Background: an optimization exercise with open tools, aiming at small area, a short achievable clock period and few clock cycles. Do not read the settings as production practice. Function was checked by simulation only, so behaviour that the tests miss may differ from the original.

==> flow/design.v <==
`timescale 1ns/10ps
package rast_pkg;
    localparam int CHUNK_LOG = 2;
    localparam int CHUNK     = 1 << CHUNK_LOG;
endpackage
`timescale 1ns/10ps
module bbox_setup (
    input  logic               clk,
    input  logic               arst_n,
    input  logic               tri_valid,
    input  logic [47:0]        tri_x,
    input  logic [47:0]        tri_y,
    input  logic [23:0]        tri_color,
    input  logic [1:0]         sub_q,
    input  logic [12:0]        swm_q,
    input  logic [12:0]        shm_q,
    input  logic [13:0]        mask_m,
    output logic               halt,
    input  logic               w_accept,     
    input  logic               w_idle,       
    output logic               s_ready,      
    output logic signed [28:0] e0_ld, e1_ld, e2_ld,
    output logic signed [14:0] a0_ld, a1_ld, a2_ld,
    output logic signed [14:0] b0_ld, b1_ld, b2_ld,
    output logic [12:0]        x_ld,
    output logic [12:0]        y_ld,
    output logic [12:0]        ym_ld,
    output logic [12:0]        wsamp_ld,     
    output logic [23:0]        col_ld
);
    localparam logic [2:0] ST_BOX = 3'd0, ST_DXY = 3'd1, ST_PRE = 3'd5, ST_MUL = 3'd2, ST_FIN = 3'd3, ST_DONE = 3'd4;
    logic        in_v;
    logic [2:0]  st;
    logic signed [14:0] vx0, vx1, vx2;     
    logic signed [14:0] vy0, vy1, vy2;
    logic [23:0] in_col;
    logic [12:0] bx, by;                   
    logic signed [13:0] bxm, bym;          
    logic [2:0]  kidx;                     
    logic signed [29:0] acc0, acc1, acc2;  
    logic [29:0] cac0, cac1, cac2;         
    logic        take, in_free;
    logic halt_q;
    assign halt    = halt_q;
    logic [2:0]  gx_in, gy_in, gx_q, gy_q;
    logic        cull_in;
    always_comb begin
        for (int i = 0; i < 3; i++) begin
            gx_in[i] = signed'(tri_x[16*i +: 14] & mask_m) > signed'({1'b0, swm_q});
            gy_in[i] = signed'(tri_y[16*i +: 14] & mask_m) > signed'({1'b0, shm_q});
        end
        cull_in = (tri_x[13] && tri_x[29] && tri_x[45]) || (tri_y[13] && tri_y[29] && tri_y[45]) ||
                  (&gx_in) || (&gy_in);
    end
    assign take    = tri_valid && !halt_q;
    assign s_ready = in_v && (st == ST_DONE);
    logic signed [13:0] sx0, sx1, sx2, sy0, sy1, sy2, swm_s, shm_s;
    assign sx0 = vx0[13:0] & mask_m;
    assign sx1 = vx1[13:0] & mask_m;
    assign sx2 = vx2[13:0] & mask_m;
    assign sy0 = vy0[13:0] & mask_m;
    assign sy1 = vy1[13:0] & mask_m;
    assign sy2 = vy2[13:0] & mask_m;
    assign swm_s = {1'b0, swm_q};
    assign shm_s = {1'b0, shm_q};
    assign a0_ld = vy0 - vy1; assign b0_ld = vx1 - vx0;
    assign a1_ld = vy1 - vy2; assign b1_ld = vx2 - vx1;
    assign a2_ld = vy2 - vy0; assign b2_ld = vx0 - vx2;
    logic x01, x02, x12, y01, y02, y12;        
    assign x01 = !b0_ld[14];      
    assign x02 = b2_ld[14];       
    assign x12 = !b1_ld[14];      
    assign y01 = a0_ld[14];       
    assign y02 = !a2_ld[14];      
    assign y12 = a1_ld[14];       
    logic signed [13:0] xlo_s, xhi_s, ylo_s, yhi_s;
    always_comb begin
        if (x01 && x02)       xlo_s = sx0;
        else if (!x01 && x12) xlo_s = sx1;
        else                  xlo_s = sx2;
        if (!x01 && !x02)     xhi_s = sx0;
        else if (x01 && !x12) xhi_s = sx1;
        else                  xhi_s = sx2;
        if (y01 && y02)       ylo_s = sy0;
        else if (!y01 && y12) ylo_s = sy1;
        else                  ylo_s = sy2;
        if (!y01 && !y02)     yhi_s = sy0;
        else if (y01 && !y12) yhi_s = sy1;
        else                  yhi_s = sy2;
    end
    logic        xneg, yneg, xover, yover;
    assign xneg  = sx0[13] || sx1[13] || sx2[13];    
    assign yneg  = sy0[13] || sy1[13] || sy2[13];
    assign xover = |gx_q;                            
    assign yover = |gy_q;
    function automatic logic [3:0] lop(input logic signed [14:0] v);
        logic [13:0] u;
        u = v[14] ? ~v[13:0] : v[13:0];
        lop = 4'd0;
        for (int i = 1; i < 14; i++) if (u[i]) lop = i[3:0];
    endfunction
    logic        pz, qz, pn, qn, bf_quick;
    logic [3:0]  lb0, la2, lb2, la0;
    logic [4:0]  lp, lq;
    always_ff @(posedge clk) begin
        if (in_v && st == ST_BOX) begin
            pz  <= (b0_ld == 15'sd0) || (a2_ld == 15'sd0);
            qz  <= (b2_ld == 15'sd0) || (a0_ld == 15'sd0);
            pn  <= b0_ld[14] ^ a2_ld[14];
            qn  <= b2_ld[14] ^ a0_ld[14];
            lb0 <= lop(b0_ld);
            la2 <= lop(a2_ld);
            lb2 <= lop(b2_ld);
            la0 <= lop(a0_ld);
        end
    end
    assign lp = {1'b0, lb0} + {1'b0, la2};
    assign lq = {1'b0, lb2} + {1'b0, la0};
    assign bf_quick = ((pz || pn) && (qz || !qn)) ||
                      (!pz && !pn && !qz && !qn && (lq > lp + 5'd2)) ||
                      (!pz && pn && !qz && qn && (lp > lq + 5'd2));
    logic signed [14:0] dx0, dx1, dx2, dy0, dy1, dy2;
    assign dx0 = vx0 - {2'b00, bx};
    assign dx1 = vx1 - {2'b00, bx};
    assign dx2 = vx2 - {2'b00, bx};
    assign dy0 = vy0 - {2'b00, by};
    assign dy1 = vy1 - {2'b00, by};
    assign dy2 = vy2 - {2'b00, by};
    logic [2:0] kstart;
    always_comb begin
        logic [15:0] d0, d1, d2;
        d0 = {dx0[14], dx0};
        d1 = {dx1[14], dx1};
        d2 = {dx2[14], dx2};
        kstart = 3'd0;
        for (int k = 1; k < 8; k++) begin
            if (!(d0[2*k+1] == d0[2*k] && d0[2*k] == d0[2*k-1]) ||
                !(d1[2*k+1] == d1[2*k] && d1[2*k] == d1[2*k-1]) ||
                !(d2[2*k+1] == d2[2*k] && d2[2*k] == d2[2*k-1]))
                kstart = k[2:0];
        end
    end
    function automatic logic [2:0] digit(input logic signed [14:0] v, input logic [2:0] k);
        logic [16:0] p;
        p = {v[14], v, 1'b0};
        digit = p[2*k +: 3];
    endfunction
    logic [2:0] dg0, dg1, dg2;
    logic [2:0] kdig;
    assign kdig = (st == ST_PRE) ? kidx : kidx - 3'd1;
    function automatic logic [17:0] booth(input logic [2:0] d, input logic signed [14:0] m, input logic neg);
        logic [16:0] mag;
        logic        sg;
        case (d)
            3'b001, 3'b010, 3'b101, 3'b110: mag = {{2{m[14]}}, m};
            3'b011, 3'b100:                 mag = {m[14], m, 1'b0};
            default:                        mag = 17'd0;
        endcase
        sg = (d[2] && !(d[1] && d[0])) ^ neg;
        if (d == 3'b000 || d == 3'b111) sg = 1'b0;
        booth = {sg, mag ^ {17{sg}}};       
    endfunction
    function automatic logic [29:0] sx17(input logic [16:0] v);
        sx17 = {{13{v[16]}}, v};
    endfunction
    logic [17:0] pa0, pb0, pa1, pb1, pa2, pb2;
    assign pa0 = booth(dg0, vy1, 1'b0);
    assign pb0 = booth(dg1, vy0, 1'b1);
    assign pa1 = booth(dg2, vy1, 1'b0);
    assign pb1 = booth(dg1, vy2, 1'b1);
    assign pa2 = booth(dg2, vy0, 1'b0);
    assign pb2 = booth(dg0, vy2, 1'b1);
    function automatic logic [59:0] csa(input logic [29:0] x, y, z);
        logic [29:0] sm, cy;
        sm = x ^ y ^ z;
        cy = (x & y) | (x & z) | (y & z);
        csa = {sm, cy[28:0], 1'b0};
    endfunction
    function automatic logic [59:0] step4(input logic [29:0] s0, c0, input logic [17:0] pa, pb);
        logic [59:0] t;
        t = csa({s0[27:0], 1'b0, pa[17]}, {c0[27:0], 1'b0, pb[17]}, sx17(pa[16:0]));
        step4 = csa(t[59:30], t[29:0], sx17(pb[16:0]));
    endfunction
    logic [59:0] st0_n, st1_n, st2_n;
    assign st0_n = step4(acc0, cac0, pa0, pb0);
    assign st1_n = step4(acc1, cac1, pa1, pb1);
    assign st2_n = step4(acc2, cac2, pa2, pb2);
    assign in_free = in_v && ((st == ST_DXY && bf_quick) ||
                              (st == ST_DONE && w_accept));
    always_ff @(posedge clk or negedge arst_n) begin
        if (!arst_n) begin
            in_v   <= 1'b0;
            st     <= ST_BOX;
            halt_q <= 1'b0;
        end else begin
            if (take)
                halt_q <= !cull_in;
            else if (in_free || (in_v && st == ST_FIN && w_idle))
                halt_q <= 1'b0;
            if (take) begin
                in_v <= !cull_in;
                st   <= ST_BOX;
            end else if (in_free) begin
                in_v <= 1'b0;
                st   <= ST_BOX;
            end else if (in_v) begin
                case (st)
                    ST_BOX:  st <= ST_DXY;
                    ST_DXY:  st <= ST_PRE;
                    ST_PRE:  st <= ST_MUL;
                    ST_MUL:  if (kidx == 3'd0) st <= ST_FIN;
                    ST_FIN:  st <= ST_DONE;
                    default: ;
                endcase
            end
        end
    end
    always_ff @(posedge clk) begin
        if (take) begin
            vx0 <= {tri_x[13],  tri_x[13:0]};
            vx1 <= {tri_x[29],  tri_x[29:16]};
            vx2 <= {tri_x[45],  tri_x[45:32]};
            vy0 <= {tri_y[13],  tri_y[13:0]};
            vy1 <= {tri_y[29],  tri_y[29:16]};
            vy2 <= {tri_y[45],  tri_y[45:32]};
            in_col <= tri_color;
            gx_q   <= gx_in;
            gy_q   <= gy_in;
        end else if (in_v && st == ST_DXY) begin
            vx0 <= dx0; vx1 <= dx1; vx2 <= dx2;
            vy0 <= dy0; vy1 <= dy1; vy2 <= dy2;
        end
        if (in_v && st == ST_BOX) begin
            bx  <= xneg  ? 13'd0 : xlo_s[12:0];
            by  <= yneg  ? 13'd0 : ylo_s[12:0];
            bxm <= xover ? swm_s : xhi_s;
            bym <= yover ? shm_s : yhi_s;
        end
        if (in_v && st == ST_DXY) begin
            kidx <= kstart;
        end else if (in_v && st == ST_PRE) begin
            dg0  <= digit(vx0, kdig);
            dg1  <= digit(vx1, kdig);
            dg2  <= digit(vx2, kdig);
            acc0 <= '0; acc1 <= '0; acc2 <= '0;
            cac0 <= '0; cac1 <= '0; cac2 <= '0;
        end else if (in_v && st == ST_MUL) begin
            kidx <= kdig;
            dg0  <= digit(vx0, kdig);
            dg1  <= digit(vx1, kdig);
            dg2  <= digit(vx2, kdig);
            acc0 <= st0_n[59:30]; acc1 <= st1_n[59:30]; acc2 <= st2_n[59:30];
            cac0 <= st0_n[29:0];  cac1 <= st1_n[29:0];  cac2 <= st2_n[29:0];
        end else if (in_v && st == ST_FIN) begin
            acc0 <= acc0 + cac0; acc1 <= acc1 + cac1; acc2 <= acc2 + cac2;
        end
    end
    logic signed [29:0] ef1;
    assign ef1 = ~acc1;                    
    always_comb begin
        case (sub_q)
            2'd0:    begin e0_ld = {{3{acc0[29]}}, acc0[29:4]}; e1_ld = {{3{ef1[29]}}, ef1[29:4]}; e2_ld = {{3{acc2[29]}}, acc2[29:4]}; end
            2'd1:    begin e0_ld = {{2{acc0[29]}}, acc0[29:3]}; e1_ld = {{2{ef1[29]}}, ef1[29:3]}; e2_ld = {{2{acc2[29]}}, acc2[29:3]}; end
            2'd2:    begin e0_ld = {{1{acc0[29]}}, acc0[29:2]}; e1_ld = {{1{ef1[29]}}, ef1[29:2]}; e2_ld = {{1{acc2[29]}}, acc2[29:2]}; end
            default: begin e0_ld = acc0[29:1]; e1_ld = ef1[29:1]; e2_ld = acc2[29:1]; end
        endcase
    end
    logic [12:0] wbox, wsamp_q;
    assign wbox = bxm[12:0] - bx;
    always_ff @(posedge clk) begin
        if (in_v && st == ST_DXY) begin
            case (sub_q)
                2'd0:    wsamp_q <= {4'd0, wbox[12:4]};
                2'd1:    wsamp_q <= {3'd0, wbox[12:3]};
                2'd2:    wsamp_q <= {2'd0, wbox[12:2]};
                default: wsamp_q <= {1'd0, wbox[12:1]};
            endcase
        end
    end
    assign wsamp_ld = wsamp_q;
    assign x_ld   = bx;
    assign y_ld   = by;
    assign ym_ld  = bym[12:0];
    assign col_ld = in_col;
endmodule
`timescale 1ns/10ps
module sample_iterator #(
    parameter int NS = 4
) (
    input  logic               clk,
    input  logic               arst_n,
    input  logic [1:0]         sub_q,
    input  logic [12:0]        step_s,
    input  logic [12:0]        step_ns,
    input  logic               s_ready,
    input  logic signed [28:0] e0_ld, e1_ld, e2_ld,
    input  logic signed [14:0] a0_ld, a1_ld, a2_ld,
    input  logic signed [14:0] b0_ld, b1_ld, b2_ld,
    input  logic [12:0]        x_ld,
    input  logic [12:0]        y_ld,
    input  logic [12:0]        ym_ld,
    input  logic [12:0]        wsamp_ld,
    input  logic [23:0]        col_ld,
    output logic               w_accept,
    output logic               w_idle,
    input  logic               sp_take,
    output logic               sp_v,
    output logic [12:0]        sp_f,
    output logic [12:0]        sp_l,
    output logic [12:0]        sp_y,
    output logic [23:0]        sp_col
);
    localparam int LNS = rast_pkg::CHUNK_LOG;
    localparam int CW  = 13 - LNS;         
    logic          w_v, w_dir, w_rf;
    logic [12:0]   w_xc, w_y, w_ymp;     
    logic [CW-1:0] w_c, w_cl;
    logic [LNS-1:0] w_wl;
    logic [23:0]   w_col;
    logic          stall, w_rowend, w_last, w_adv, w_load;
    logic [NS-1:0] m0, m1, m2, w_mask;
    logic          w_re, w_lc, w_yl;
    logic [CW-1:0] w_cn;
    logic [12:0]   w_yn;
    assign w_cn     = w_c + (w_dir ? {CW{1'b1}} : {{(CW-1){1'b0}}, 1'b1});    
    assign w_yn     = w_y + step_s;
    assign w_rowend = w_re;
    assign w_last   = w_re && w_yl;
    assign w_adv    = w_v && !stall;
    assign w_accept = !w_v || (w_last && !stall);    
    assign w_load   = s_ready && w_accept;
    assign w_idle   = !w_v;
    logic          w_re_n, w_dir_n;
    always_comb begin
        if (w_load) begin
            w_re_n  = wsamp_ld[12:LNS] == '0;
            w_dir_n = 1'b0;
        end else if (w_rowend) begin
            w_re_n  = w_cl == '0;
            w_dir_n = !w_dir;
        end else begin
            w_re_n  = w_dir ? (w_cn == '0) : (w_cn == w_cl);
            w_dir_n = w_dir;
        end
    end
    edge_unit #(.NS(NS)) u_e0 (.clk, .load(w_load), .e_ld(e0_ld), .a_ld(a0_ld), .b_ld(b0_ld),
                               .adv(w_adv), .nrow(w_re_n), .ndir(w_dir_n), .mask(m0));
    edge_unit #(.NS(NS)) u_e1 (.clk, .load(w_load), .e_ld(e1_ld), .a_ld(a1_ld), .b_ld(b1_ld),
                               .adv(w_adv), .nrow(w_re_n), .ndir(w_dir_n), .mask(m1));
    edge_unit #(.NS(NS)) u_e2 (.clk, .load(w_load), .e_ld(e2_ld), .a_ld(a2_ld), .b_ld(b2_ld),
                               .adv(w_adv), .nrow(w_re_n), .ndir(w_dir_n), .mask(m2));
    always_comb begin
        w_mask = m0 & m1 & m2;
        for (int k = 0; k < NS; k++)
            if (w_lc && k > w_wl) w_mask[k] = 1'b0;
    end
    always_ff @(posedge clk or negedge arst_n) begin
        if (!arst_n)       w_v <= 1'b0;
        else if (w_load)   w_v <= 1'b1;
        else if (w_accept) w_v <= 1'b0;
    end
    always_ff @(posedge clk) begin
        if (w_load) begin
            w_xc  <= x_ld;
            w_y   <= y_ld;
            w_ymp <= ym_ld - step_s;
            w_c   <= '0;
            w_cl  <= wsamp_ld[12:LNS];
            w_re  <= w_re_n;
            w_lc  <= wsamp_ld[12:LNS] == '0;
            w_yl  <= y_ld == ym_ld;
            w_wl  <= wsamp_ld[LNS-1:0];
            w_dir <= 1'b0;
            w_rf  <= 1'b1;
            w_col <= col_ld;
        end else if (w_adv) begin
            if (w_rowend) begin
                w_y   <= w_yn;
                w_yl  <= w_y == w_ymp;
                w_dir <= w_dir_n;
                w_rf  <= 1'b1;
                w_re  <= w_re_n;
            end else begin
                w_xc <= w_xc + (w_dir ? (~step_ns + 13'd1) : step_ns);
                w_c  <= w_cn;
                w_rf <= 1'b0;
                w_re <= w_re_n;
                w_lc <= w_cn == w_cl;
            end
        end
    end
    logic          p_v, p_dir, p_rf, p_rl, p_has;
    logic [NS-1:0] p_mask;
    logic [12:0]   p_xc, p_y, p_f, p_l;
    logic [23:0]   p_col;
    logic          p_any, p_has_eff, p_has_n, p_push;
    logic [LNS-1:0] p_kf, p_kl;
    logic [12:0]   p_of, p_ol, p_f_n, p_l_n;
    always_comb begin
        p_any = |p_mask;
        p_kf = '0;
        for (int k = NS-1; k >= 0; k--) if (p_mask[k]) p_kf = k[LNS-1:0];
        p_kl = '0;
        for (int k = 0; k < NS; k++) if (p_mask[k]) p_kl = k[LNS-1:0];
        case (sub_q)
            2'd0:    begin p_of = 13'({p_kf, 4'd0}); p_ol = 13'({p_kl, 4'd0}); end
            2'd1:    begin p_of = 13'({p_kf, 3'd0}); p_ol = 13'({p_kl, 3'd0}); end
            2'd2:    begin p_of = 13'({p_kf, 2'd0}); p_ol = 13'({p_kl, 2'd0}); end
            default: begin p_of = 13'({p_kf, 1'd0}); p_ol = 13'({p_kl, 1'd0}); end
        endcase
        p_has_eff = p_rf ? 1'b0 : p_has;
        p_f_n = (p_any && !(!p_dir && p_has_eff)) ? p_xc + p_of : p_f;
        p_l_n = (p_any && !(p_dir && p_has_eff))  ? p_xc + p_ol : p_l;
        p_has_n = p_has_eff || p_any;
        p_push = p_v && p_rl && p_has_n;
    end
    logic        sq_v;                 
    logic [12:0] sq_f, sq_l, sq_y;
    logic [23:0] sq_col;
    assign stall = p_push && sq_v && !sp_take;
    always_ff @(posedge clk or negedge arst_n) begin
        if (!arst_n)     p_v <= 1'b0;
        else if (!stall) p_v <= w_adv;
    end
    always_ff @(posedge clk) begin
        if (!stall) begin
            if (w_adv) begin
                p_mask <= w_mask;
                p_xc   <= w_xc;
                p_y    <= w_y;
                p_dir  <= w_dir;
                p_rf   <= w_rf;
                p_rl   <= w_rowend;
                p_col  <= w_col;
            end
            if (p_v) begin
                p_f   <= p_f_n;
                p_l   <= p_l_n;
                p_has <= p_has_n;
            end
        end
    end
    logic push;
    assign push = p_push && !stall;
    always_ff @(posedge clk or negedge arst_n) begin
        if (!arst_n) begin
            sp_v <= 1'b0;
            sq_v <= 1'b0;
        end else begin
            if (sp_take) begin
                sp_v <= sq_v || push;
                sq_v <= sq_v && push;
            end else if (push) begin
                sp_v <= 1'b1;
                sq_v <= sp_v;
            end
        end
    end
    always_ff @(posedge clk) begin
        if ((sp_take && sq_v) ) begin
            sp_f <= sq_f; sp_l <= sq_l; sp_y <= sq_y; sp_col <= sq_col;
        end else if (push && (sp_take || !sp_v)) begin
            sp_f <= p_f_n; sp_l <= p_l_n; sp_y <= p_y; sp_col <= p_col;
        end
        if (push && ((sp_take && sq_v) || (!sp_take && sp_v))) begin
            sq_f <= p_f_n; sq_l <= p_l_n; sq_y <= p_y; sq_col <= p_col;
        end
    end
endmodule
`timescale 1ns/10ps
module edge_unit #(
    parameter int NS = 4
) (
    input  logic               clk,
    input  logic               load,
    input  logic signed [28:0] e_ld,
    input  logic signed [14:0] a_ld,
    input  logic signed [14:0] b_ld,
    input  logic               adv,       
    input  logic               nrow,      
    input  logic               ndir,      
    output logic [NS-1:0]      mask
);
    localparam int LNS = rast_pkg::CHUNK_LOG;
    localparam int KW  = 15 + LNS;        
    localparam int EW  = KW;              
    logic signed [28:0] e;
    logic signed [14:0] a, b;
    logic [16:0] op, op_n;
    logic        cin;
    logic [28:0] e_n;
    logic signed [14:0] a_s, b_s;
    assign a_s = load ? a_ld : a;
    assign b_s = load ? b_ld : b;
    always_comb begin
        if (nrow)      op_n = {{2{b_s[14]}}, b_s};
        else if (ndir) op_n = ~{{(2-LNS){a_s[14]}}, a_s, {LNS{1'b0}}};
        else           op_n = {{(2-LNS){a_s[14]}}, a_s, {LNS{1'b0}}};
    end
    assign e_n = e + {{12{op[16]}}, op} + {28'd0, cin};
    always_ff @(posedge clk) begin
        if (load || adv) begin
            op  <= op_n;
            cin <= !nrow && ndir;
        end
    end
    always_ff @(posedge clk) begin
        if (load) begin
            e <= e_ld;
            a <= a_ld;
            b <= b_ld;
        end else if (adv) begin
            e <= e_n;
        end
    end
    function automatic logic signed [KW-1:0] kmul(input logic signed [14:0] v, input int kk);
        logic signed [KW-1:0] v1;
        v1 = {{(KW-15){v[14]}}, v};
        case (kk)
            0: kmul = '0;
            1: kmul = v1;
            2: kmul = v1 <<< 1;
            3: kmul = v1 + (v1 <<< 1);
            4: kmul = v1 <<< 2;
            5: kmul = v1 + (v1 <<< 2);
            6: kmul = (v1 <<< 1) + (v1 <<< 2);
            default: kmul = (v1 <<< 3) - v1;
        endcase
    endfunction
    logic inr;
    assign inr = (e[28:EW-1] == '0) || (e[28:EW-1] == '1);
    genvar k;
    generate
        for (k = 0; k < NS; k++) begin : g_k
            logic signed [KW-1:0] ka;
            logic signed [EW:0]   sum;
            assign ka  = kmul(a, k);
            assign sum = {e[EW-1], e[EW-1:0]} + {{(EW+1-KW){ka[KW-1]}}, ka};
            assign mask[k] = inr ? !sum[EW] : !e[28];
        end
    endgenerate
endmodule
`timescale 1ns/10ps
module rast_top (
    input  logic        clk,
    input  logic        arst_n,
    input  logic        tri_valid,
    input  logic [47:0] tri_x,
    input  logic [47:0] tri_y,
    input  logic [23:0] tri_color,
    input  logic [15:0] screen_w,
    input  logic [15:0] screen_h,
    input  logic [1:0]  sub_sample,
    output logic        halt,
    output logic        hit_valid,
    output logic [15:0] hit_x,
    output logic [15:0] hit_y,
    output logic [23:0] hit_color
);
    localparam int NS = rast_pkg::CHUNK;
    logic [1:0]  sub_q;
    logic [12:0] swm_q, shm_q;             
    logic [3:0]  lowm;
    always_comb begin
        case (sub_sample)
            2'd0:    lowm = 4'b1111;
            2'd1:    lowm = 4'b0111;
            2'd2:    lowm = 4'b0011;
            default: lowm = 4'b0001;
        endcase
    end
    always_ff @(posedge clk) begin
        sub_q <= sub_sample;
        swm_q <= screen_w[12:0] & ~{9'd0, lowm};
        shm_q <= screen_h[12:0] & ~{9'd0, lowm};
    end
    logic [12:0] step_s, step_ns;
    logic [13:0] mask_m;
    always_comb begin
        case (sub_q)
            2'd0:    begin step_s = 13'd16; mask_m = 14'h3ff0; end
            2'd1:    begin step_s = 13'd8;  mask_m = 14'h3ff8; end
            2'd2:    begin step_s = 13'd4;  mask_m = 14'h3ffc; end
            default: begin step_s = 13'd2;  mask_m = 14'h3ffe; end
        endcase
        step_ns = step_s << rast_pkg::CHUNK_LOG;
    end
    logic               s_ready, w_accept, w_idle;
    logic signed [28:0] e0_ld, e1_ld, e2_ld;
    logic signed [14:0] a0_ld, a1_ld, a2_ld, b0_ld, b1_ld, b2_ld;
    logic [12:0]        x_ld, y_ld, ym_ld, wsamp_ld;
    logic [23:0]        col_ld;
    bbox_setup u_setup (
        .clk, .arst_n, .tri_valid, .tri_x, .tri_y, .tri_color,
        .sub_q, .swm_q, .shm_q, .mask_m, .halt, .w_accept, .w_idle, .s_ready,
        .e0_ld, .e1_ld, .e2_ld, .a0_ld, .a1_ld, .a2_ld, .b0_ld, .b1_ld, .b2_ld,
        .x_ld, .y_ld, .ym_ld, .wsamp_ld, .col_ld
    );
    logic        sp_take, sp_v;
    logic [12:0] sp_f, sp_l, sp_y;
    logic [23:0] sp_col;
    sample_iterator #(.NS(NS)) u_iter (
        .clk, .arst_n, .sub_q, .step_s, .step_ns, .s_ready,
        .e0_ld, .e1_ld, .e2_ld, .a0_ld, .a1_ld, .a2_ld, .b0_ld, .b1_ld, .b2_ld,
        .x_ld, .y_ld, .ym_ld, .wsamp_ld, .col_ld, .w_accept, .w_idle,
        .sp_take, .sp_v, .sp_f, .sp_l, .sp_y, .sp_col
    );
    logic        em_v, em_last;
    logic [12:0] em_x, em_n, em_y, sp_len, sp_n;
    logic [23:0] em_col;
    assign sp_len = sp_l - sp_f;
    always_comb begin
        case (sub_q)
            2'd0:    sp_n = {4'd0, sp_len[12:4]};
            2'd1:    sp_n = {3'd0, sp_len[12:3]};
            2'd2:    sp_n = {2'd0, sp_len[12:2]};
            default: sp_n = {1'd0, sp_len[12:1]};
        endcase
    end
    assign sp_take = sp_v && (!em_v || em_last);
    always_ff @(posedge clk or negedge arst_n) begin
        if (!arst_n)      em_v <= 1'b0;
        else if (sp_take) em_v <= 1'b1;
        else if (em_last) em_v <= 1'b0;
    end
    always_ff @(posedge clk) begin
        if (sp_take) begin
            em_x    <= sp_f;
            em_n    <= sp_n;
            em_last <= sp_n == 13'd0;
            em_y    <= sp_y;
            em_col  <= sp_col;
        end else if (em_v) begin
            em_x    <= em_x + step_s;
            em_n    <= em_n - 13'd1;
            em_last <= em_n == 13'd1;
        end
    end
    assign hit_valid = em_v;
    assign hit_x     = {3'd0, em_x};
    assign hit_y     = {3'd0, em_y};
    assign hit_color = em_col;
endmodule
==> flow/run.sh <==
#!/bin/bash
# synth_recipe.tcl (not shown) runs the flow's synth.tcl, then flattens the netlist and writes it again
# the make line also repeats each setting of config.mk as NAME=value (left out here)
make -C /OpenROAD-flow-scripts/flow DESIGN_CONFIG=/design/flow/config.mk WORK_HOME=/design/flow/orfs CLKGATE_MAP_FILE= SYNTH_SCRIPT=/design/flow/synth_recipe.tcl finish
==> flow/config.mk <==
export PLATFORM = sky130hd
export DESIGN_NAME = rast_top
export DESIGN_NICKNAME = rast_top
export VERILOG_FILES = /design/flow/design.v
export SDC_FILE = /design/flow/constraint.sdc
export NUM_CORES = 4
export LEC_CHECK = 0
export ABC_CLOCK_PERIOD_IN_PS = 3500
export CAP_MARGIN = 20
export CORE_MARGIN = 2
export CORE_UTILIZATION = 55
export SETUP_SLACK_MARGIN = 4.8
export SLEW_MARGIN = 20
==> flow/constraint.sdc <==
create_clock -name core_clock -period 9.0 [get_ports {clk}]
set_input_delay 1.8000 -clock core_clock [delete_from_list [all_inputs] [get_ports {clk}]]
set_output_delay 1.8000 -clock core_clock [all_outputs]
set_load 0.01 [all_outputs]
==> impl_metrics.csv, run 1 <==
group,metric,value,unit
status,status,"timing/DRC/antenna clean",
critical_path,worstSetupEndpointType,"flip-flop",
placed_design,preCtsSetupSlack,4.12,ns
layout,syn_to_final_growth,11.5,%
layout,final_cell_mix,"899 x nand2_1, 872 x edfxtp_1, 625 x ha_1",
yosys,synth-main-ff-cell,"edfxtp_1",
yosys,ys_seq_elements,1011,
placed_design,placed_area,0.0776,sq mm
global_routing,grt_pass1_wl,344000,um
layout,multi_input_comb_area,0.0427,sq mm
critical_path,crit_required,9.51,ns
timing,min_period_over_period,0.458,
clock_network,cts_tree,"built",
layout,fillers,11363,
flow_run,maxCapViolCount,0,
floorplanning,dieArea,0.137,sq mm
timing,rsz0062_at_grt,"true",
clock_network,cts-hold-fix-buffers,0,
drt,drt_wl_total,232000,um
yosys,synth_cell_types,100,
drt,dr.first_iter.drc_count,6198,
timing,max_freq,242,MHz
critical_path,worst-path-max-fanout,5,
clock_network,cts_made_buffers,115,
critical_path,arrival,4.63,ns
drt,via_count,58506,
placed_design,numPortBuffers,187,
clock_network,path_clk_slew,0.06,ns
floorplanning,die_x,371,um
yosys,syn_area,0.0739,sq mm
clock_network,cts.sinks,1011,
floorplanning,core,0.133,sq mm
timing,hold_viol_final,0,
drt,drc,0,
yosys,synth-edff-count,872,
layout,fin_nets,8581,
floorplanning,fp.dieH,371,um
floorplanning,row_count,134,
clock_network,clk_path_buf_depth,3,
critical_path,reg2reg_depth,13,
worst_hold_path,hp-class,"reg2reg",
global_routing,grt_max_degree,102,
critical_path,cp-start-kind,"flip-flop",
layout,post-route-util,0.617,
yosys,ys_async_sr_fraction,0.00989,
worst_hold_path,hold_depth,0,
drt,via_per_inst,6.20,
yosys,ys_seq_area_frac,0.393,
drt,avgRoutedWirePerCell,24.6,um
placed_design,gp_congestion,0.927,
yosys,synth_area_leaders,"edfxtp_1 35%, ha_1 11%, fa_1 6.3%, nand2_1 4.6%, xnor2_1 3.8%",
timing,setup_viol,0,
timing,tightest_slew,1.19,ns
clock_network,clock-root-buffer,"clkbuf_16",
floorplanning,ios,215,
layout,drive_gt1_frac,0.0738,
global_routing,globalRoute.totalOverflow,0,
yosys,synth_warnings,4,
yosys,syn_avg_cell_area,9.95,sq um
timing,fin_ws,4.88,ns
global_routing,grt_pass1_vias,55146,
critical_path,critical_path_class,"reg2reg",
timing,worst_clock_skew,0.0737,ns
timing,finalSetupTns,0,ns
layout,register_area,0.0290,sq mm
timing,relSlewSlack,0.199,
clock_network,htreeDepth,3,
layout,fin_area,0.0824,sq mm
drt,drtPass1Iterations,8,
global_routing,antenna_found_initial,6,
drt,ant_nets,0,
global_routing,grt_use_total,0.331,
clock_network,clkLatencyLatePin,0.78,ns
timing,fin_crit,4.12,ns
yosys,netlist_instances,7431,
yosys,yosys.area.top_type,"edfxtp_1",
yosys,netlist.area_leader.share,0.354,
placed_design,dp_hpwl,171000,um
layout,final_common_cell,"nand2_1",
timing,final_max_slew_viol_count,0,
floorplanning,initial_core_util,0.554,
-- per-layer routing --
layer  global-route usage  vias up  part of all wire
li1                     -    27259                 -
met1                0.482    28483              0.44
met2                0.498     2387              0.44
met3               0.0667      375             0.092
met4                0.102        2             0.032
met5                    0        -          0.000052
-- per-stage QoR --
stage | cells | hold slack [ns]
3_5_place_dp | 9165 | 0.405
6_report | 9430 | 0.416
2_1_floorplan | 7437 | 0.400
3_3_place_gp | 9165 | 0.401
4_1_cts | 9407 | 0.416
5_1_grt | 9429 | 0.410
-- worst max-delay path: stages (launching register included) --
cell       delay, ns
edfxtp_1        0.53
ha_1            0.29
inv_1           0.09
fa_1            0.19
nor2b_1         0.09
o2111ai_1       0.38
nand4b_1        0.33
a221oi_2        0.47
o21ai_2         0.20
a311o_1         0.44
a221oi_2        0.38
a21boi_0        0.19
mux2i_1         0.18
o211ai_1        0.10
-- sequential cells by signal, summed over array words and instances (netlist names), 29 cells and up --
register,count
u_setup.acc0,30
u_setup.acc1,30
u_setup.acc2,30
u_iter.u_e0.e,29
u_iter.u_e1.e,29
u_iter.u_e2.e,29
u_setup.cac0,29
u_setup.cac1,29
u_setup.cac2,29
-- timing repair --
| action | CTS | global route |
|---|---|---|
| resized for setup | 43 | 38 |
| endpoints found under the setup margin | 270 | 290 |
| setup buffers | 28 | 19 |
| gates cloned | 2 | 3 |
| pin swaps | 4 | 7 |
-- cell families after synthesis --
family                   count (synthesis)  synth area share
AND/OR/NAND/NOR                       2228             0.137
XOR/XNOR                               575            0.0687
other                                    1         0.0000507
buffers and inverters                  705            0.0370
AO/OA/AOI/OAI                         1886             0.163
flip-flops                            1011             0.393
adder cells (fa/ha/maj)                858             0.169
multiplexers                           167            0.0330
-- final cells by class --
| class | count | area share |
|---|---|---|
| multi-input combinational | 5723 | 0.518 |
| sequential | 1011 | 0.352 |
| clock buffer | 147 | 0.0375 |
| timing repair buffer | 321 | 0.0366 |
| tap | 1768 | 0.0269 |
| inverter | 393 | 0.0184 |
| clock inverter | 65 | 0.0104 |
| timing repair inverter | 1 | 0.000106 |
| antenna | 1 | 0.0000304 |
-- path summary, 6_finish.rpt --
| kind | start | to | slack, ns |
|---|---|---|---|
| worst max register to register | u_setup.acc0[1] | u_setup.acc0[27] | 4.88 |
| worst min register to register | u_iter.sp_col[1] | em_col[1] | 0.42 |
| min in group asynchronous | arst_n | em_v | 1.58 |
| worst min-delay path | u_iter.sp_col[1] | em_col[1] | 0.42 |
| worst max-delay path | u_setup.acc0[1] | u_setup.acc0[27] | 4.88 |
| max in group asynchronous | arst_n | u_setup.in_v | 6.80 |
-- synth_stat cells, types with 88 or more instances --
library cell and instances:
nand2_1 907, edfxtp_1 872, ha_1 625, nor2_1 573, a21oi_1 523, o21ai_0 447
inv_1 387, xnor2_1 320, xor2_1 252, clkbuf_1 237, fa_1 233, a21o_1 174
dfxtp_1 129, nand3_1 125, nor3_1 104, and2_1 90, o21a_1 88
Testbench counts, summed over its fixed seeds: cycles 18,444.
==> run 2: changes to the inputs <==
--- a/flow/config.mk
+++ b/flow/config.mk
@@ -11,3 +11,3 @@
 export CORE_UTILIZATION = 55
-export SETUP_SLACK_MARGIN = 4.8
+export SETUP_SLACK_MARGIN = 5
 export SLEW_MARGIN = 20
==> run 2 against run 1 <==
Compared with the run above: still clean; first-iteration DRC count grew 6.5%; synthesized area is the same; maximum frequency grew 3.3%; synthesized cell count is the same; wire length grew 1.1%; cell area grew 0.62%; non-clock buffer count grew 29; critical path type unchanged; critical endpoint is now u_iter.u_e2.op[13]; highest routed layer unchanged.
==> impl_metrics.csv, run 2 <==
group,metric,value,unit
status,status,"timing/DRC/antenna clean",
global_routing,grt_max_degree,91,
clock_network,path_clk_slew,0.06,ns
floorplanning,fp.dieH,371,um
drt,drt_wl_total,235000,um
yosys,synth_warnings,4,
placed_design,preCtsSetupSlack,3.97,ns
global_routing,grt_use_total,0.335,
timing,rsz0062_at_grt,"false",
critical_path,critical_path_class,"reg2reg",
layout,top_regs,"u_setup.acc0 (30), u_setup.acc1 (30), u_setup.acc2 (30)",
clock_network,htreeDepth,3,
worst_hold_path,hp-class,"reg2reg",
critical_path,crit_path_start,"u_setup.vx2[1]",
critical_path,worstReg2RegEnd,"u_iter.u_e2.op[13]",
timing,setup_viol,0,
floorplanning,initial_core_util,0.554,
layout,syn_to_final_growth,12.2,%
global_routing,globalRoute.totalOverflow,0,
layout,final_cell_mix,"895 x nand2_1, 872 x edfxtp_1, 625 x ha_1",
yosys,syn_area,0.0739,sq mm
yosys,yosys.area.top_type,"edfxtp_1",
critical_path,cp-start-kind,"flip-flop",
yosys,synth_area_leaders,"edfxtp_1 35%, ha_1 11%, fa_1 6.3%, nand2_1 4.6%, xnor2_1 3.8%",
drt,drtPass1Iterations,6,
clock_network,clk_path_buf_depth,3,
yosys,ys_seq_area_frac,0.393,
placed_design,dp_hpwl,172000,um
critical_path,worst-path-max-fanout,5,
yosys,netlist.area_leader.share,0.354,
timing,finalSetupTns,0,ns
timing,tightest_slew,1.11,ns
critical_path,reg2reg_depth,12,
yosys,synth_commonest_cells,"907 x nand2_1, 872 x edfxtp_1, 625 x ha_1, 573 x nor2_1, 523 x a21oi_1",
timing,fin_crit,3.99,ns
clock_network,cts_made_buffers,114,
drt,via_count,58894,
floorplanning,row_count,134,
critical_path,r2r_slack,5.01,ns
layout,drive_gt1_frac,0.0837,
critical_path,crit_end,"u_iter.u_e2.op[13]",
drt,via_per_inst,6.22,
yosys,ys_seq_elements,1011,
yosys,ys_async_sr_fraction,0.00989,
floorplanning,dieArea,0.137,sq mm
timing,min_period_over_period,0.444,
global_routing,grt_pass1_vias,55561,
critical_path,crit_required,9.59,ns
yosys,synth_cell_types,100,
timing,relSlewSlack,0.251,
timing,hold_viol_final,0,
drt,avgRoutedWirePerCell,24.8,um
critical_path,timing.rr.start,"u_setup.vx2[1]",
yosys,netlist_instances,7431,
yosys,synth-edff-count,872,
global_routing,grt_pass1_wl,346000,um
layout,final_common_cell,"nand2_1",
floorplanning,die_x,371,um
flow_run,maxCapViolCount,0,
timing,final_max_slew_viol_count,0,
timing,worst_clock_skew,0.0748,ns
critical_path,arrival,4.59,ns
layout,fin_nets,8608,
floorplanning,ios,215,
clock_network,clkLatencyLatePin,0.79,ns
clock_network,cts.sinks,1011,
clock_network,clock-root-buffer,"clkbuf_16",
yosys,syn_avg_cell_area,9.95,sq um
timing,max_freq,250,MHz
yosys,synth_most_common_cell,"nand2_1",
placed_design,gp_congestion,0.952,
timing,hold_ws,0.387,ns
layout,post-route-util,0.621,
critical_path,worstSetupEndpointType,"flip-flop",
drt,drc,0,
drt,dr.first_iter.drc_count,6598,
global_routing,antenna_found_initial,6,
timing,fin_ws,5.01,ns
yosys,synth-main-ff-cell,"edfxtp_1",
floorplanning,core,0.133,sq mm
drt,ant_nets,0,
clock_network,cts_tree,"built",
placed_design,numPortBuffers,187,
[run 2: cell counts after synthesis]
Identical to the previous run, type by type.
[run 2: worst min-delay path by stage]
stage	start	endpoint	slack, ns	cells past startpoint
after detailed placement	u_iter.sp_col[21]	em_col[21]	0.40	0
after floorplan	u_iter.sp_col[0]	em_col[0]	0.40	0
after global placement	u_iter.sp_col[1]	em_col[1]	0.40	0
after global routing	u_setup.wsamp_q[5]	u_iter.w_cl[3]	0.41	0
final	u_setup.wsamp_q[5]	u_iter.w_cl[3]	0.39	0
after CTS	u_setup.wsamp_q[5]	u_iter.w_cl[3]	0.38	0
[run 2: cell families (layout without fill, tap and decap cells)]
logic type,count (synthesis),after routing,synth area share
and+or+nand+nor,2228,2230,0.137
AOI/OAI and AO/OA,1886,1886,0.163
DFF,1011,1011,0.393
adders and majority gates,858,858,0.169
buffers and inverters,705,959,0.0370
xor gates and xnor gates,575,575,0.0687
muxes,167,167,0.0330
other,1,10,0.0000507
[run 2: what timing repair did]
action	4_1_cts	5_1_grt
gates cloned	4	3
pin swaps	4	15
endpoints found under the hold margin	0	0
hold buffers	0	0
setup endpoints to repair	532	258
gates resized for setup	86	86
setup buffers	40	32
[run 2: per-layer routing]
| metal | wire [um] | part of all wire | vias up | track usage |
|---|---|---|---|---|
| met5 | 27 | 0.00012 | - | 0 |
| met4 | 8150 | 0.035 | 4 | 0.109 |
| met3 | 21900 | 0.093 | 387 | 0.0621 |
| met2 | 102000 | 0.44 | 2575 | 0.507 |
| met1 | 102000 | 0.44 | 28636 | 0.485 |
| li1 | - | - | 27292 | - |
[run 2: cell type report]
cell class / instances / area (sq um)
Antenna cell: 3 / 7.51
Clock buffer: 152 / 3100
Clock inverter: 64 / 721
Fill cell: 11270 / 50600
Inverter: 393 / 1520
Multi-Input combinational cell: 5723 / 43000
Sequential cell: 1011 / 29000
Tap cell: 1768 / 2210
Timing Repair Buffer: 350 / 3330
[run 2: per-stage QoR]
step,area (sq um),std cells
after global placement,77600,9165
final,82900,9464
after floorplan,74000,7437
after detailed placement,77600,9165
after global routing,82900,9461
after CTS,82200,9425
[run 2: critical path, cell delays in order, from the launching register on]
cell	delay [ns]
edfxtp_1	0.44
clkinvlp_4	0.22
buf_4	0.18
ha_1	0.28
nor2b_1	0.14
o21a_1	0.20
o21ai_0	0.25
a21boi_1	0.16
o211ai_1	0.35
or4b_1	0.50
o311a_1	0.26
o21ai_0	0.60
mux2_1	0.23
==> run 3: changes to the inputs <==
--- a/flow/config.mk
+++ b/flow/config.mk
@@ -8,3 +8,3 @@
 export ABC_CLOCK_PERIOD_IN_PS = 3500
-export CAP_MARGIN = 20
+export CAP_MARGIN = 0
 export CORE_MARGIN = 2
@@ -12,2 +12,2 @@
 export SETUP_SLACK_MARGIN = 5
-export SLEW_MARGIN = 20
+export SLEW_MARGIN = 0
==> run 3 against run 2 <==
Compared with the run above: synthesized area did not move; register-to-register slack about the same; clock skew rose by 0.018 ns; wire length is 0.28% higher; worst hold slack better by 0.012 ns; highest routed layer unchanged; critical path depth unchanged; first-iteration DRC count down 0.71%; cell area increased by 0.21%; setup slack lost 0.013 ns.
==> impl_metrics.csv, run 3 <==
group,metric,value,unit
critical_path,worst-path-buf-inv,2,
layout,fillers,11314,
floorplanning,die_x,371,um
layout,final_cell_mix,"896 x nand2_1, 872 x edfxtp_1, 624 x ha_1",
drt,drtPass1Iterations,6,
clock_network,cts_made_buffers,116,
layout,register_area,0.0290,sq mm
timing,setup_viol,0,
critical_path,cp-start-kind,"flip-flop",
yosys,netlist_instances,7431,
global_routing,grt_pass1_wl,348000,um
clock_network,clock-root-buffer,"clkbuf_16",
floorplanning,dieArea,0.137,sq mm
timing,worst_clock_skew,0.0931,ns
critical_path,timing.rr.start,"u_setup.vx2[1]",
yosys,syn_avg_cell_area,9.95,sq um
timing,fin_crit,4.01,ns
clock_network,clkLatencyLatePin,0.79,ns
worst_hold_path,whs_endpoint,"u_iter.w_cl[3]",
global_routing,grt_pass1_vias,55762,
clock_network,clk_path_buf_depth,3,
critical_path,arrival,4.58,ns
floorplanning,core,0.133,sq mm
placed_design,preCtsSetupSlack,3.97,ns
critical_path,crit_required,9.57,ns
drt,via_count,58916,
critical_path,critPathMostFrequentCell,"o21ai_0",
floorplanning,fp.dieH,371,um
timing,min_period_over_period,0.445,
yosys,synth-edff-count,872,
yosys,synth_xor_xnor_area_share,0.0687,
yosys,synth_fa_ha_area_frac,0.169,
yosys,synth_most_common_cell,"nand2_1",
global_routing,grt_max_degree,91,
layout,fin_nets,8620,
drt,ant_nets,0,
yosys,synth_top_family_by_area,"adder cells",
global_routing,grt_use_total,0.336,
critical_path,worstSetupEndpointType,"flip-flop",
critical_path,path_cells,"clkinvlp_4 -> buf_4 -> ha_1 -> nor2b_1 -> o21a_1 -> o21ai_0 -> a21boi_1 -> o211ai_1 -> or4b_1 -> o311a_1 -> o21ai_0 -> mux2_1",
critical_path,r2r_slack,4.99,ns
clock_network,cts_tree,"built",
critical_path,critical_path_class,"reg2reg",
timing,hold_viol_final,0,
floorplanning,row_count,134,
layout,final_common_cell,"nand2_1",
layout,syn_to_final_growth,12.4,%
critical_path,reg2reg_depth,12,
timing,finalSetupTns,0,ns
layout,drive_gt1_frac,0.0867,
clock_network,htreeDepth,3,
placed_design,dp_hpwl,172000,um
placed_design,placed_area,0.0776,sq mm
yosys,yosys.area_share.simple,0.137,
timing,final_max_slew_viol_count,0,
layout,fin_area,0.0831,sq mm
yosys,synth_mux_area_frac,0.0330,
timing,max_freq,250,MHz
drt,drt_wl_total,235000,um
critical_path,critPathMaxStageDelay,0.63,ns
worst_hold_path,hp-start,"u_setup.wsamp_q[5]",
layout,multi_input_comb_area,0.0430,sq mm
drt,drc,0,
yosys,netlist.area_leader.share,0.354,
global_routing,globalRoute.totalOverflow,0,
timing,tightest_slew,1.18,ns
yosys,syn_area,0.0739,sq mm
timing,fin_ws,4.99,ns
critical_path,worstReg2RegEnd,"u_iter.u_e2.op[13]",
worst_hold_path,hold_depth,0,
clock_network,cts.sinks,1011,
yosys,synth_area_leaders,"edfxtp_1 35%, ha_1 11%, fa_1 6.3%, nand2_1 4.6%, xnor2_1 3.8%",
yosys,ys_seq_elements,1011,
status,status,"timing/DRC/antenna clean",
yosys,ys_async_sr_fraction,0.00989,
yosys,synth_warnings,4,
yosys,synth_commonest_cells,"907 x nand2_1, 872 x edfxtp_1, 625 x ha_1, 573 x nor2_1, 523 x a21oi_1",
floorplanning,initial_core_util,0.554,
yosys,synth_compound_area_frac,0.163,
worst_hold_path,hp-class,"reg2reg",
critical_path,path_delay_family,"compound AO/OA/AOI/OAI gates",
timing,relSlewSlack,0.209,
yosys,synth_cell_types,100,
global_routing,antenna_found_initial,6,
placed_design,gp_congestion,0.952,
timing,rsz0062_at_grt,"true",
yosys,synth-main-ff-cell,"edfxtp_1",
critical_path,worst-path-max-fanout,6,
flow_run,maxCapViolCount,0,
placed_design,numPortBuffers,187,
drt,dr.first_iter.drc_count,6551,
yosys,ys_seq_area_frac,0.393,
drt,avgRoutedWirePerCell,24.8,um
clock_network,path_clk_slew,0.06,ns
floorplanning,ios,215,
yosys,yosys.area.top_type,"edfxtp_1",
critical_path,slowest_stage,"o21ai_0",
layout,top_regs,"u_setup.acc0 (30), u_setup.acc1 (30), u_setup.acc2 (30)",
drt,via_per_inst,6.22,
run 3: cell counts after synthesis:
No cell type changed its count.
run 3: what timing repair did:
action | CTS | global route
setup endpoints to repair | 533 | 233
gates cloned | 4 | 6
hold endpoints to repair | 0 | 0
hold buffers | 0 | 0
resized for setup | 95 | 87
pin swaps | 5 | 23
setup buffers | 39 | 41
run 3: cells by family (layout without fill, tap and decap cells):
logic type,after synthesis,after routing
flip-flops,1011,1011
AO/OA/AOI/OAI,1886,1886
adder cells (fa/ha/maj),858,858
XOR/XNOR,575,575
multiplexers,167,167
AND/OR/NAND/NOR,2228,2231
buffers and inverters,705,972
other,1,9
run 3: stage by stage:
| stage | std cells | utilization | hold WS (ns) |
|---|---|---|---|
| global placement | 9165 | 0.581 | 0.401 |
| CTS | 9428 | 0.617 | 0.380 |
| detailed placement | 9165 | 0.581 | 0.405 |
| global route | 9475 | 0.622 | 0.412 |
| finish | 9477 | 0.622 | 0.399 |
| floorplan | 7437 | - | 0.400 |
run 3: cell type report:
cell class | count | share of cell area
inverters | 393 | 0.0183
flip-flops and latches | 1011 | 0.349
clock inverters | 62 | 0.00851
repair buffers | 359 | 0.0410
multi-input cells | 5724 | 0.518
diodes | 2 | 0.0000602
well taps | 1768 | 0.0266
clock buffers | 158 | 0.0382
run 3: worst max path at each step:
| stage | cells past startpoint | from | slack (ns) | end |
|---|---|---|---|---|
| 2_1_floorplan | 15 | sub_q[0] | 5.01 | u_iter.sp_l[6] |
| 3_3_place_gp | 16 | sub_q[1] | 3.97 | u_setup.in_v |
| 3_5_place_dp | 16 | sub_q[1] | 3.97 | u_setup.in_v |
| 4_1_cts | 9 | em_last | 4.98 | u_iter.u_e1.op[11] |
| 5_1_grt | 14 | u_setup.vy1[0] | 4.93 | u_setup.by[2] |
| 6_report | 12 | u_setup.vx2[1] | 4.99 | u_iter.u_e2.op[13] |
run 3: layer usage:
layer  global-route usage  part of all wire
met3               0.0605             0.094
met4                0.121             0.038
met5                    0           0.00017
met2                0.503              0.43
met1                0.487              0.43

[re-timing with driven ports]
In the flow no input, the clock included, has a driving cell. The finished layouts below were timed again as built, in two steps.
Step 1: set_driving_cell puts a clkbuf_16 on clk and a buf_2 on each other input, an assumption about the parent block.
Step 2 also shifts input and output timing later by t, the mid clock arrival at the registers, as if the neighbouring blocks saw the same clock.
Three values: no drivers, after step 1, after step 2; two values: the first two.
run | shift t [ns] | setup slack, ns | worst setup path at the end | latest minus earliest clock arrival (ns)
run 1 | 0.826 | 4.875 / 4.875 / 4.243 | input to register | 0.081 / 0.081
run 2 | 0.832 | 5.007 / 5.007 / 4.389 | input to register | 0.082 / 0.082
run 3 | 0.825 | 4.994 / 4.994 / 4.391 | input to register | 0.098 / 0.099
After both steps every run listed still meets setup and hold. The setup slack of run 1, which loses most, moves by 0.000 ns with the drivers and by -0.632 ns with both steps.
